From an optimization exercise on the open Yosys and OpenROAD flow, aimed at small area; shortcuts taken in it are not production practice.
The RTL was checked by simulation tests, not by an equivalence proof against the original design.
Power is estimated from default activity; no workload was simulated.

==> inputs of build 6 <==
==> flow/design.v <==
package parking_pkg;
	typedef logic [15:0] plate_t;
	typedef logic [2:0] floor_t;  
	typedef logic [7:0] fee_t;
	typedef enum logic {
		order_park,
		order_retrieve
	} order_kind_t;
	typedef enum logic [2:0] {
		st_idle,         
		st_plate_swap,   
		st_load,         
		st_travel_out,
		st_store,        
		st_pickup,       
		st_travel_home
	} elevator_state_t;
	localparam int NUM_FLOORS = 7;
	localparam int QUEUE_DEPTH = 8;
	localparam logic [3:0] CLASS_HANDICAPPED = 4'b1001;
	localparam logic [3:0] CLASS_HYBRID = 4'b1000;
	localparam fee_t FEE_MAX = 8'd255;
endpackage
`timescale 1ns/100ps
module order_queue (
	input logic clock,
	input logic reset,
	input logic park_req,
	input logic retrieve_req,
	input parking_pkg::plate_t order_plate,
	input logic order_take,
	output logic order_valid,
	output parking_pkg::order_kind_t order_kind,
	output parking_pkg::plate_t order_plate_q,
	output logic order_dropped
);
	parking_pkg::plate_t plate_mem [0:parking_pkg::QUEUE_DEPTH-1];
	logic kind_mem [0:parking_pkg::QUEUE_DEPTH-1];
	logic [$clog2(parking_pkg::QUEUE_DEPTH)-1:0] rd_ptr;
	logic [$clog2(parking_pkg::QUEUE_DEPTH)-1:0] wr_ptr;
	logic [$clog2(parking_pkg::QUEUE_DEPTH):0] count;
	logic strobe;
	logic full;
	logic push;
	logic pop;
	assign strobe = park_req || retrieve_req;
	assign full = (count == parking_pkg::QUEUE_DEPTH);
	assign push = strobe && !full;
	assign pop = order_take && order_valid;
	assign order_valid = (count != '0);
	assign order_kind = parking_pkg::order_kind_t'(kind_mem[rd_ptr]);
	assign order_plate_q = plate_mem[rd_ptr];
	always_ff @(posedge clock) begin
		if (push) begin
			plate_mem[wr_ptr] <= order_plate;
			kind_mem[wr_ptr] <= retrieve_req ? parking_pkg::order_retrieve
				: parking_pkg::order_park;
		end
	end
	always_ff @(posedge clock or posedge reset) begin
		if (reset) begin
			rd_ptr <= '0;
			wr_ptr <= '0;
			count <= '0;
			order_dropped <= 1'b0;
		end else begin
			order_dropped <= strobe && full;  
			if (push)
				wr_ptr <= wr_ptr + 1'b1;  
			if (pop)
				rd_ptr <= rd_ptr + 1'b1;
			if (push && !pop)
				count <= count + 1'b1;
			else if (pop && !push)
				count <= count - 1'b1;
		end
	end
endmodule
`timescale 1ns/100ps
module fee_meter (
	input logic clock,
	input logic reset,
	input logic occupied,
	input logic start,
	input logic [3:0] car_class,
	output parking_pkg::fee_t fee
);
	logic [1:0] rate;
	logic [8:0] sum;
	always_comb begin
		if (car_class == parking_pkg::CLASS_HANDICAPPED)
			rate = 2'd0;
		else if (car_class == parking_pkg::CLASS_HYBRID)
			rate = 2'd1;
		else
			rate = 2'd2;
	end
	assign sum = {1'b0, fee} + {7'b0, rate};  
	always_ff @(posedge clock or posedge reset) begin
		if (reset) begin
			fee <= '0;
		end else if (start) begin
			fee <= {6'b0, rate};  
		end else if (occupied) begin
			if (sum > {1'b0, parking_pkg::FEE_MAX})
				fee <= parking_pkg::FEE_MAX;
			else
				fee <= sum[7:0];
		end
	end
endmodule
`timescale 1ns/100ps
module slot_table (
	input logic clock,
	input logic reset,
	input logic store_strobe,
	input parking_pkg::plate_t store_plate,
	input logic clear_strobe,
	input parking_pkg::floor_t spot_floor,
	input logic spot_place,
	input parking_pkg::plate_t query_plate,
	output parking_pkg::floor_t free_floor,
	output logic free_place,
	output logic free_found,
	output parking_pkg::floor_t hit_floor,
	output logic hit_place,
	output logic hit_found,
	output parking_pkg::fee_t spot_fee,
	output logic full_sedan,
	output logic full_suv
);
	parking_pkg::plate_t spots [1:parking_pkg::NUM_FLOORS][2];
	parking_pkg::fee_t fees [1:parking_pkg::NUM_FLOORS][2];
	logic suv_query;
	assign suv_query = query_plate[0];
	always_ff @(posedge clock or posedge reset) begin
		if (reset) begin
			for (int f = 1; f <= parking_pkg::NUM_FLOORS; f++) begin
				spots[f][0] <= '0;
				spots[f][1] <= '0;
			end
		end else if (store_strobe || clear_strobe) begin
			for (int f = 1; f <= parking_pkg::NUM_FLOORS; f++) begin
				if (spot_floor == parking_pkg::floor_t'(f))
					spots[f][spot_place] <= store_strobe ? store_plate : '0;
			end
		end
	end
	always_comb begin
		full_sedan = 1'b1;
		full_suv = 1'b1;
		for (int f = 1; f <= parking_pkg::NUM_FLOORS; f++) begin
			if (f % 2 == 0)
				full_sedan = full_sedan && (spots[f][0] != '0) && (spots[f][1] != '0);
			else
				full_suv = full_suv && (spots[f][0] != '0) && (spots[f][1] != '0);
		end
	end
	always_comb begin
		logic allowed;
		free_found = 1'b0;
		free_floor = '0;
		free_place = 1'b0;
		for (int f = 1; f <= parking_pkg::NUM_FLOORS; f++) begin
			allowed = (f % 2 == 1) ? (suv_query || full_sedan) : !suv_query;
			if (allowed && !free_found && (spots[f][0] == '0 || spots[f][1] == '0)) begin
				free_found = 1'b1;
				free_floor = parking_pkg::floor_t'(f);
				free_place = (spots[f][0] != '0);  
			end
		end
	end
	always_comb begin
		hit_found = 1'b0;
		hit_floor = '0;
		hit_place = 1'b0;
		spot_fee = '0;
		for (int f = 1; f <= parking_pkg::NUM_FLOORS; f++) begin
			for (int p = 0; p < 2; p++) begin
				if (!hit_found && spots[f][p] != '0 && spots[f][p] == query_plate) begin
					hit_found = 1'b1;
					hit_floor = parking_pkg::floor_t'(f);
					hit_place = (p == 1);
				end
				if (spot_floor == parking_pkg::floor_t'(f) && spot_place == (p == 1))
					spot_fee = fees[f][p];
			end
		end
	end
	for (genvar f = 1; f <= parking_pkg::NUM_FLOORS; f++) begin : g_floor
		for (genvar p = 0; p < 2; p++) begin : g_place
			logic meter_start;
			assign meter_start = store_strobe && spot_floor == parking_pkg::floor_t'(f)
				&& spot_place == (p == 1);
			fee_meter meter_i (
				.clock(clock),
				.reset(reset),
				.occupied(spots[f][p] != '0),
				.start(meter_start),
				.car_class(meter_start ? store_plate[15:12] : spots[f][p][15:12]),  
				.fee(fees[f][p])
			);
		end
	end
endmodule
`timescale 1ns/100ps
module elevator_controller (
	input logic clock,
	input logic reset,
	input logic order_valid,
	input parking_pkg::order_kind_t order_kind,
	input parking_pkg::plate_t order_plate_q,
	input parking_pkg::floor_t free_floor,
	input logic free_place,
	input logic free_found,
	input parking_pkg::floor_t hit_floor,
	input logic hit_place,
	input logic hit_found,
	input parking_pkg::fee_t spot_fee,
	output logic order_take,
	output parking_pkg::plate_t query_plate,
	output logic store_strobe,
	output parking_pkg::plate_t store_plate,
	output logic clear_strobe,
	output parking_pkg::floor_t spot_floor,
	output logic spot_place,
	output parking_pkg::floor_t current_floor,
	output logic plate_type,
	output logic park_done,
	output logic car_out,
	output parking_pkg::plate_t car_out_plate,
	output parking_pkg::fee_t fee,
	output logic order_rejected
);
	parking_pkg::elevator_state_t state;
	parking_pkg::elevator_state_t state_next;
	parking_pkg::order_kind_t kind_r;  
	parking_pkg::plate_t plate_r;
	logic swap_needed;
	logic load_reject;
	logic arriving_home;
	assign swap_needed = (order_plate_q[0] != plate_type);
	assign load_reject = (plate_r == '0) || !free_found;
	assign query_plate = (state == parking_pkg::st_idle) ? order_plate_q : plate_r;
	assign order_take = (state == parking_pkg::st_idle) && order_valid;
	assign store_strobe = (state == parking_pkg::st_store);
	assign clear_strobe = (state == parking_pkg::st_pickup);
	assign store_plate = plate_r;
	assign park_done = (state == parking_pkg::st_store);
	assign car_out_plate = plate_r;
	assign order_rejected = (order_take && order_kind == parking_pkg::order_retrieve && !hit_found)
		|| (state == parking_pkg::st_load && load_reject);
	assign arriving_home = (current_floor == 3'd1)
		&& (state == parking_pkg::st_pickup
		|| (state == parking_pkg::st_travel_home && kind_r == parking_pkg::order_retrieve));
	always_comb begin
		state_next = state;
		case (state)
			parking_pkg::st_idle: begin
				if (order_valid) begin
					if (order_kind == parking_pkg::order_park)
						state_next = swap_needed ? parking_pkg::st_plate_swap : parking_pkg::st_load;
					else if (hit_found)
						state_next = swap_needed ? parking_pkg::st_plate_swap
							: parking_pkg::st_travel_out;
				end
			end
			parking_pkg::st_plate_swap: begin
				state_next = (kind_r == parking_pkg::order_park) ? parking_pkg::st_load
					: parking_pkg::st_travel_out;
			end
			parking_pkg::st_load:
				state_next = load_reject ? parking_pkg::st_idle : parking_pkg::st_travel_out;
			parking_pkg::st_travel_out: begin
				if (parking_pkg::floor_t'(current_floor + 3'd1) == spot_floor)
					state_next = (kind_r == parking_pkg::order_park) ? parking_pkg::st_store
						: parking_pkg::st_pickup;
			end
			parking_pkg::st_store, parking_pkg::st_pickup:
				state_next = (current_floor == 3'd1) ? parking_pkg::st_idle
					: parking_pkg::st_travel_home;
			parking_pkg::st_travel_home: begin
				if (current_floor == 3'd1)
					state_next = parking_pkg::st_idle;
			end
			default: state_next = parking_pkg::st_idle;
		endcase
	end
	always_ff @(posedge clock or posedge reset) begin
		if (reset) begin
			state <= parking_pkg::st_idle;
			current_floor <= '0;
			plate_type <= 1'b0;  
			car_out <= 1'b0;
			fee <= '0;
		end else begin
			state <= state_next;
			car_out <= arriving_home;
			case (state)
				parking_pkg::st_plate_swap: plate_type <= !plate_type;
				parking_pkg::st_travel_out: current_floor <= current_floor + 3'd1;
				parking_pkg::st_store, parking_pkg::st_travel_home:
					current_floor <= current_floor - 3'd1;  
				parking_pkg::st_pickup: begin
					current_floor <= current_floor - 3'd1;
					fee <= spot_fee;  
				end
				default: ;
			endcase
		end
	end
	always_ff @(posedge clock) begin
		if (order_take) begin
			plate_r <= order_plate_q;
			kind_r <= order_kind;
			spot_floor <= hit_floor;  
			spot_place <= hit_place;
		end else if (state == parking_pkg::st_load) begin
			spot_floor <= free_floor;
			spot_place <= free_place;
		end
	end
endmodule
`timescale 1ns/100ps
module parking_lot_top (
	input logic clock,
	input logic reset,
	input logic park_req,
	input logic retrieve_req,
	input parking_pkg::plate_t order_plate,
	output parking_pkg::floor_t current_floor,
	output logic plate_type,
	output logic park_done,
	output parking_pkg::floor_t park_floor,
	output logic park_place,
	output logic car_out,
	output parking_pkg::plate_t car_out_plate,
	output parking_pkg::fee_t fee,
	output logic order_rejected,
	output logic order_dropped,
	output logic full_sedan,
	output logic full_suv
);
	logic order_valid;
	logic order_take;
	parking_pkg::order_kind_t order_kind;
	parking_pkg::plate_t order_plate_q;
	parking_pkg::plate_t query_plate;
	parking_pkg::plate_t store_plate;
	logic store_strobe;
	logic clear_strobe;
	parking_pkg::floor_t free_floor;
	logic free_place;
	logic free_found;
	parking_pkg::floor_t hit_floor;
	logic hit_place;
	logic hit_found;
	parking_pkg::fee_t spot_fee;
	order_queue queue_i (
		.clock(clock),
		.reset(reset),
		.park_req(park_req),
		.retrieve_req(retrieve_req),
		.order_plate(order_plate),
		.order_take(order_take),
		.order_valid(order_valid),
		.order_kind(order_kind),
		.order_plate_q(order_plate_q),
		.order_dropped(order_dropped)
	);
	elevator_controller controller_i (
		.clock(clock),
		.reset(reset),
		.order_valid(order_valid),
		.order_kind(order_kind),
		.order_plate_q(order_plate_q),
		.free_floor(free_floor),
		.free_place(free_place),
		.free_found(free_found),
		.hit_floor(hit_floor),
		.hit_place(hit_place),
		.hit_found(hit_found),
		.spot_fee(spot_fee),
		.order_take(order_take),
		.query_plate(query_plate),
		.store_strobe(store_strobe),
		.store_plate(store_plate),
		.clear_strobe(clear_strobe),
		.spot_floor(park_floor),
		.spot_place(park_place),
		.current_floor(current_floor),
		.plate_type(plate_type),
		.park_done(park_done),
		.car_out(car_out),
		.car_out_plate(car_out_plate),
		.fee(fee),
		.order_rejected(order_rejected)
	);
	slot_table slots_i (
		.clock(clock),
		.reset(reset),
		.store_strobe(store_strobe),
		.store_plate(store_plate),
		.clear_strobe(clear_strobe),
		.spot_floor(park_floor),
		.spot_place(park_place),
		.query_plate(query_plate),
		.free_floor(free_floor),
		.free_place(free_place),
		.free_found(free_found),
		.hit_floor(hit_floor),
		.hit_place(hit_place),
		.hit_found(hit_found),
		.spot_fee(spot_fee),
		.full_sedan(full_sedan),
		.full_suv(full_suv)
	);
endmodule
==> flow/run.sh <==
#!/bin/bash
# synth_recipe.tcl (not shown) runs the flow's synth.tcl, then flattens the netlist and writes it again
# the make line also repeats each setting of config.mk as NAME=value (left out here)
make -C /OpenROAD-flow-scripts/flow DESIGN_CONFIG=/design/flow/config.mk WORK_HOME=/design/flow/orfs CLKGATE_MAP_FILE= SYNTH_SCRIPT=/design/flow/synth_recipe.tcl finish
==> flow/config.mk <==
export PLATFORM = sky130hd
export DESIGN_NAME = parking_lot_top
export DESIGN_NICKNAME = parking_lot_top
export VERILOG_FILES = /design/flow/design.v
export SDC_FILE = /design/flow/constraint.sdc
export NUM_CORES = 4
export LEC_CHECK = 0
export CAP_MARGIN = 20
export CORE_MARGIN = 2
export CORE_UTILIZATION = 40
export SLEW_MARGIN = 20
==> flow/constraint.sdc <==
create_clock -name core_clock -period 10.0 [get_ports {clock}]
set_input_delay 2.0000 -clock core_clock [delete_from_list [all_inputs] [get_ports {clock}]]
set_output_delay 2.0000 -clock core_clock [all_outputs]
set_load 0.01 [all_outputs]
==> build 7 (differences from build 6) <==
--- a/flow/design.v
+++ b/flow/design.v
@@ -38,5 +38,4 @@
 	logic kind_mem [0:parking_pkg::QUEUE_DEPTH-1];
-	logic [$clog2(parking_pkg::QUEUE_DEPTH)-1:0] rd_ptr;
-	logic [$clog2(parking_pkg::QUEUE_DEPTH)-1:0] wr_ptr;
-	logic [$clog2(parking_pkg::QUEUE_DEPTH):0] count;
+	logic [3:0] rd_ptr;
+	logic [3:0] wr_ptr;
 	logic strobe;
@@ -44,15 +43,12 @@
 	logic push;
-	logic pop;
 	assign strobe = park_req || retrieve_req;
-	assign full = (count == parking_pkg::QUEUE_DEPTH);
+	assign full = (wr_ptr ^ rd_ptr) == 4'b1000;
 	assign push = strobe && !full;
-	assign pop = order_take && order_valid;
-	assign order_valid = (count != '0);
-	assign order_kind = parking_pkg::order_kind_t'(kind_mem[rd_ptr]);
-	assign order_plate_q = plate_mem[rd_ptr];
+	assign order_valid = (wr_ptr != rd_ptr);
+	assign order_kind = parking_pkg::order_kind_t'(kind_mem[rd_ptr[2:0]]);
+	assign order_plate_q = plate_mem[rd_ptr[2:0]];
 	always_ff @(posedge clock) begin
 		if (push) begin
-			plate_mem[wr_ptr] <= order_plate;
-			kind_mem[wr_ptr] <= retrieve_req ? parking_pkg::order_retrieve
-				: parking_pkg::order_park;
+			plate_mem[wr_ptr[2:0]] <= order_plate;
+			kind_mem[wr_ptr[2:0]] <= retrieve_req;
 		end
@@ -63,14 +59,9 @@
 			wr_ptr <= '0;
-			count <= '0;
 			order_dropped <= 1'b0;
 		end else begin
-			order_dropped <= strobe && full;  
+			order_dropped <= strobe && full;
 			if (push)
-				wr_ptr <= wr_ptr + 1'b1;  
-			if (pop)
+				wr_ptr <= wr_ptr + 1'b1;
+			if (order_take)  
 				rd_ptr <= rd_ptr + 1'b1;
-			if (push && !pop)
-				count <= count + 1'b1;
-			else if (pop && !push)
-				count <= count - 1'b1;
 		end
@@ -81,30 +72,10 @@
 	input logic clock,
-	input logic reset,
-	input logic occupied,
-	input logic start,
-	input logic [3:0] car_class,
-	output parking_pkg::fee_t fee
+	input logic start,    
+	input logic run,      
+	output logic [7:0] count
 );
-	logic [1:0] rate;
-	logic [8:0] sum;
-	always_comb begin
-		if (car_class == parking_pkg::CLASS_HANDICAPPED)
-			rate = 2'd0;
-		else if (car_class == parking_pkg::CLASS_HYBRID)
-			rate = 2'd1;
-		else
-			rate = 2'd2;
-	end
-	assign sum = {1'b0, fee} + {7'b0, rate};  
-	always_ff @(posedge clock or posedge reset) begin
-		if (reset) begin
-			fee <= '0;
-		end else if (start) begin
-			fee <= {6'b0, rate};  
-		end else if (occupied) begin
-			if (sum > {1'b0, parking_pkg::FEE_MAX})
-				fee <= parking_pkg::FEE_MAX;
-			else
-				fee <= sum[7:0];
-		end
+	logic step;
+	assign step = run && !(&count);
+	always_ff @(posedge clock) begin
+		count <= start ? 8'd1 : count + {7'b0, step};
 	end
@@ -120,3 +91,4 @@
 	input logic spot_place,
-	input parking_pkg::plate_t query_plate,
+	input logic suv_query,
+	input parking_pkg::plate_t hit_plate,
 	output parking_pkg::floor_t free_floor,
@@ -127,3 +99,3 @@
 	output logic hit_found,
-	output parking_pkg::fee_t spot_fee,
+	output logic [7:0] spot_count,
 	output logic full_sedan,
@@ -132,5 +104,10 @@
 	parking_pkg::plate_t spots [1:parking_pkg::NUM_FLOORS][2];
-	parking_pkg::fee_t fees [1:parking_pkg::NUM_FLOORS][2];
-	logic suv_query;
-	assign suv_query = query_plate[0];
+	logic [7:0] counts [1:parking_pkg::NUM_FLOORS][2];
+	logic valid [1:parking_pkg::NUM_FLOORS][2];
+	logic sel [1:parking_pkg::NUM_FLOORS][2];
+	always_comb begin
+		for (int f = 1; f <= parking_pkg::NUM_FLOORS; f++)
+			for (int p = 0; p < 2; p++)
+				sel[f][p] = (spot_floor == parking_pkg::floor_t'(f)) && (spot_place == (p == 1));
+	end
 	always_ff @(posedge clock or posedge reset) begin
@@ -138,12 +115,18 @@
 			for (int f = 1; f <= parking_pkg::NUM_FLOORS; f++) begin
-				spots[f][0] <= '0;
-				spots[f][1] <= '0;
-			end
-		end else if (store_strobe || clear_strobe) begin
-			for (int f = 1; f <= parking_pkg::NUM_FLOORS; f++) begin
-				if (spot_floor == parking_pkg::floor_t'(f))
-					spots[f][spot_place] <= store_strobe ? store_plate : '0;
+				valid[f][0] <= 1'b0;
+				valid[f][1] <= 1'b0;
 			end
+		end else begin
+			for (int f = 1; f <= parking_pkg::NUM_FLOORS; f++)
+				for (int p = 0; p < 2; p++)
+					if (sel[f][p] && (store_strobe || clear_strobe))
+						valid[f][p] <= store_strobe;
 		end
 	end
+	always_ff @(posedge clock) begin
+		for (int f = 1; f <= parking_pkg::NUM_FLOORS; f++)
+			for (int p = 0; p < 2; p++)
+				if (sel[f][p] && store_strobe)
+					spots[f][p] <= store_plate;
+	end
 	always_comb begin
@@ -153,5 +136,5 @@
 			if (f % 2 == 0)
-				full_sedan = full_sedan && (spots[f][0] != '0) && (spots[f][1] != '0);
+				full_sedan = full_sedan && valid[f][0] && valid[f][1];
 			else
-				full_suv = full_suv && (spots[f][0] != '0) && (spots[f][1] != '0);
+				full_suv = full_suv && valid[f][0] && valid[f][1];
 		end
@@ -165,6 +148,6 @@
 			allowed = (f % 2 == 1) ? (suv_query || full_sedan) : !suv_query;
-			if (allowed && !free_found && (spots[f][0] == '0 || spots[f][1] == '0)) begin
+			if (allowed && !free_found && !(valid[f][0] && valid[f][1])) begin
 				free_found = 1'b1;
 				free_floor = parking_pkg::floor_t'(f);
-				free_place = (spots[f][0] != '0);  
+				free_place = valid[f][0];  
 			end
@@ -176,6 +159,6 @@
 		hit_place = 1'b0;
-		spot_fee = '0;
+		spot_count = '0;
 		for (int f = 1; f <= parking_pkg::NUM_FLOORS; f++) begin
 			for (int p = 0; p < 2; p++) begin
-				if (!hit_found && spots[f][p] != '0 && spots[f][p] == query_plate) begin
+				if (!hit_found && valid[f][p] && spots[f][p] == hit_plate) begin
 					hit_found = 1'b1;
@@ -184,4 +167,3 @@
 				end
-				if (spot_floor == parking_pkg::floor_t'(f) && spot_place == (p == 1))
-					spot_fee = fees[f][p];
+				spot_count = spot_count | (counts[f][p] & {8{sel[f][p]}});
 			end
@@ -191,12 +173,7 @@
 		for (genvar p = 0; p < 2; p++) begin : g_place
-			logic meter_start;
-			assign meter_start = store_strobe && spot_floor == parking_pkg::floor_t'(f)
-				&& spot_place == (p == 1);
 			fee_meter meter_i (
 				.clock(clock),
-				.reset(reset),
-				.occupied(spots[f][p] != '0),
-				.start(meter_start),
-				.car_class(meter_start ? store_plate[15:12] : spots[f][p][15:12]),  
-				.fee(fees[f][p])
+				.start(store_strobe && sel[f][p]),
+				.run(valid[f][p] && !(clear_strobe && sel[f][p])),
+				.count(counts[f][p])
 			);
@@ -218,5 +195,5 @@
 	input logic hit_found,
-	input parking_pkg::fee_t spot_fee,
+	input logic [7:0] spot_count,
 	output logic order_take,
-	output parking_pkg::plate_t query_plate,
+	output logic suv_query,
 	output logic store_strobe,
@@ -241,5 +218,6 @@
 	logic arriving_home;
+	logic [3:0] car_class;
 	assign swap_needed = (order_plate_q[0] != plate_type);
 	assign load_reject = (plate_r == '0) || !free_found;
-	assign query_plate = (state == parking_pkg::st_idle) ? order_plate_q : plate_r;
+	assign suv_query = plate_r[0];
 	assign order_take = (state == parking_pkg::st_idle) && order_valid;
@@ -250,2 +228,11 @@
 	assign car_out_plate = plate_r;
+	assign car_class = plate_r[15:12];
+	always_comb begin
+		if (car_class == parking_pkg::CLASS_HANDICAPPED)
+			fee = '0;
+		else if (car_class == parking_pkg::CLASS_HYBRID)
+			fee = spot_count;
+		else
+			fee = spot_count[7] ? parking_pkg::FEE_MAX : {spot_count[6:0], 1'b0};
+	end
 	assign order_rejected = (order_take && order_kind == parking_pkg::order_retrieve && !hit_found)
@@ -294,3 +281,2 @@
 			car_out <= 1'b0;
-			fee <= '0;
 		end else begin
@@ -301,8 +287,4 @@
 				parking_pkg::st_travel_out: current_floor <= current_floor + 3'd1;
-				parking_pkg::st_store, parking_pkg::st_travel_home:
+				parking_pkg::st_store, parking_pkg::st_travel_home, parking_pkg::st_pickup:
 					current_floor <= current_floor - 3'd1;  
-				parking_pkg::st_pickup: begin
-					current_floor <= current_floor - 3'd1;
-					fee <= spot_fee;  
-				end
 				default: ;
@@ -347,3 +329,3 @@
 	parking_pkg::plate_t order_plate_q;
-	parking_pkg::plate_t query_plate;
+	logic suv_query;
 	parking_pkg::plate_t store_plate;
@@ -357,3 +339,3 @@
 	logic hit_found;
-	parking_pkg::fee_t spot_fee;
+	logic [7:0] spot_count;
 	order_queue queue_i (
@@ -382,5 +364,5 @@
 		.hit_found(hit_found),
-		.spot_fee(spot_fee),
+		.spot_count(spot_count),
 		.order_take(order_take),
-		.query_plate(query_plate),
+		.suv_query(suv_query),
 		.store_strobe(store_strobe),
@@ -406,3 +388,4 @@
 		.spot_place(park_place),
-		.query_plate(query_plate),
+		.suv_query(suv_query),
+		.hit_plate(order_plate_q),
 		.free_floor(free_floor),
@@ -413,3 +396,3 @@
 		.hit_found(hit_found),
-		.spot_fee(spot_fee),
+		.spot_count(spot_count),
 		.full_sedan(full_sedan),
--- a/flow/config.mk
+++ b/flow/config.mk
@@ -10,2 +10,5 @@
 export CORE_UTILIZATION = 40
+export CTS_BUF_LIST = sky130_fd_sc_hd__clkbuf_16
+export CTS_CLUSTER_DIAMETER = 100
+export CTS_CLUSTER_SIZE = 30
 export SLEW_MARGIN = 20
==> comparison table <==
                                                                                   build 6                  build 7
Run status                                                         complete, no violations  complete, no violations
Clock power share                                                                    17.9%                    18.4%
Yosys warning count                                                                      7                       11
Net count reported at finish                                                          2867                     1864
Wire length on met2                                                               46660 um                 27630 um
Worst IR Drop VDD                                                                0.1845 mV                0.1669 mV
Global Route met1 Usage                                                             37.68%                   26.52%
Fraction of post-synthesis cell area in the top cell type by area                   32.08%                   49.95%
Core Region                                                                    70030 sq um              56500 sq um
Power per cell area                                                          399.9 nW/um^2            230.8 nW/um^2
Met3 wire length                                                                   8272 um                  3259 um
Sequential cell area                                                           13800 sq um              14460 sq um
Total routed wire length on the met1 layer                                        43480 um                 25750 um
Total buffers and inverters traversed by the critical path                               2                        1
Final hold slack                                                                  473.6 ps                 495.5 ps

-- separate check: timing with driven ports --
In the flow no input, the clock included, has a driving cell. The finished layouts below were timed again as built, in two steps. Step 1 sets driving cells, clkbuf_16 on the clock port and buf_2 on the other inputs (assumed; they add their load-dependent delay and slew). Step 2 also shifts input and output timing later by t, the mid clock arrival at the registers, as if the neighbouring blocks saw the same clock. Three values: ideal, step 1, step 2; two values: the first two.
run	t (ns)	setup slack, ns	hold WS [ns]	worst register clock-pin slew, ns
build 6	0.682	2.151 / 2.088 / 2.770	0.474 / 0.474 / 0.474	0.08 / 0.08
build 7	0.627	2.537 / 2.479 / 3.105	0.496 / 0.496 / 0.496	0.12 / 0.12
After both steps setup and hold are still met in every run listed.
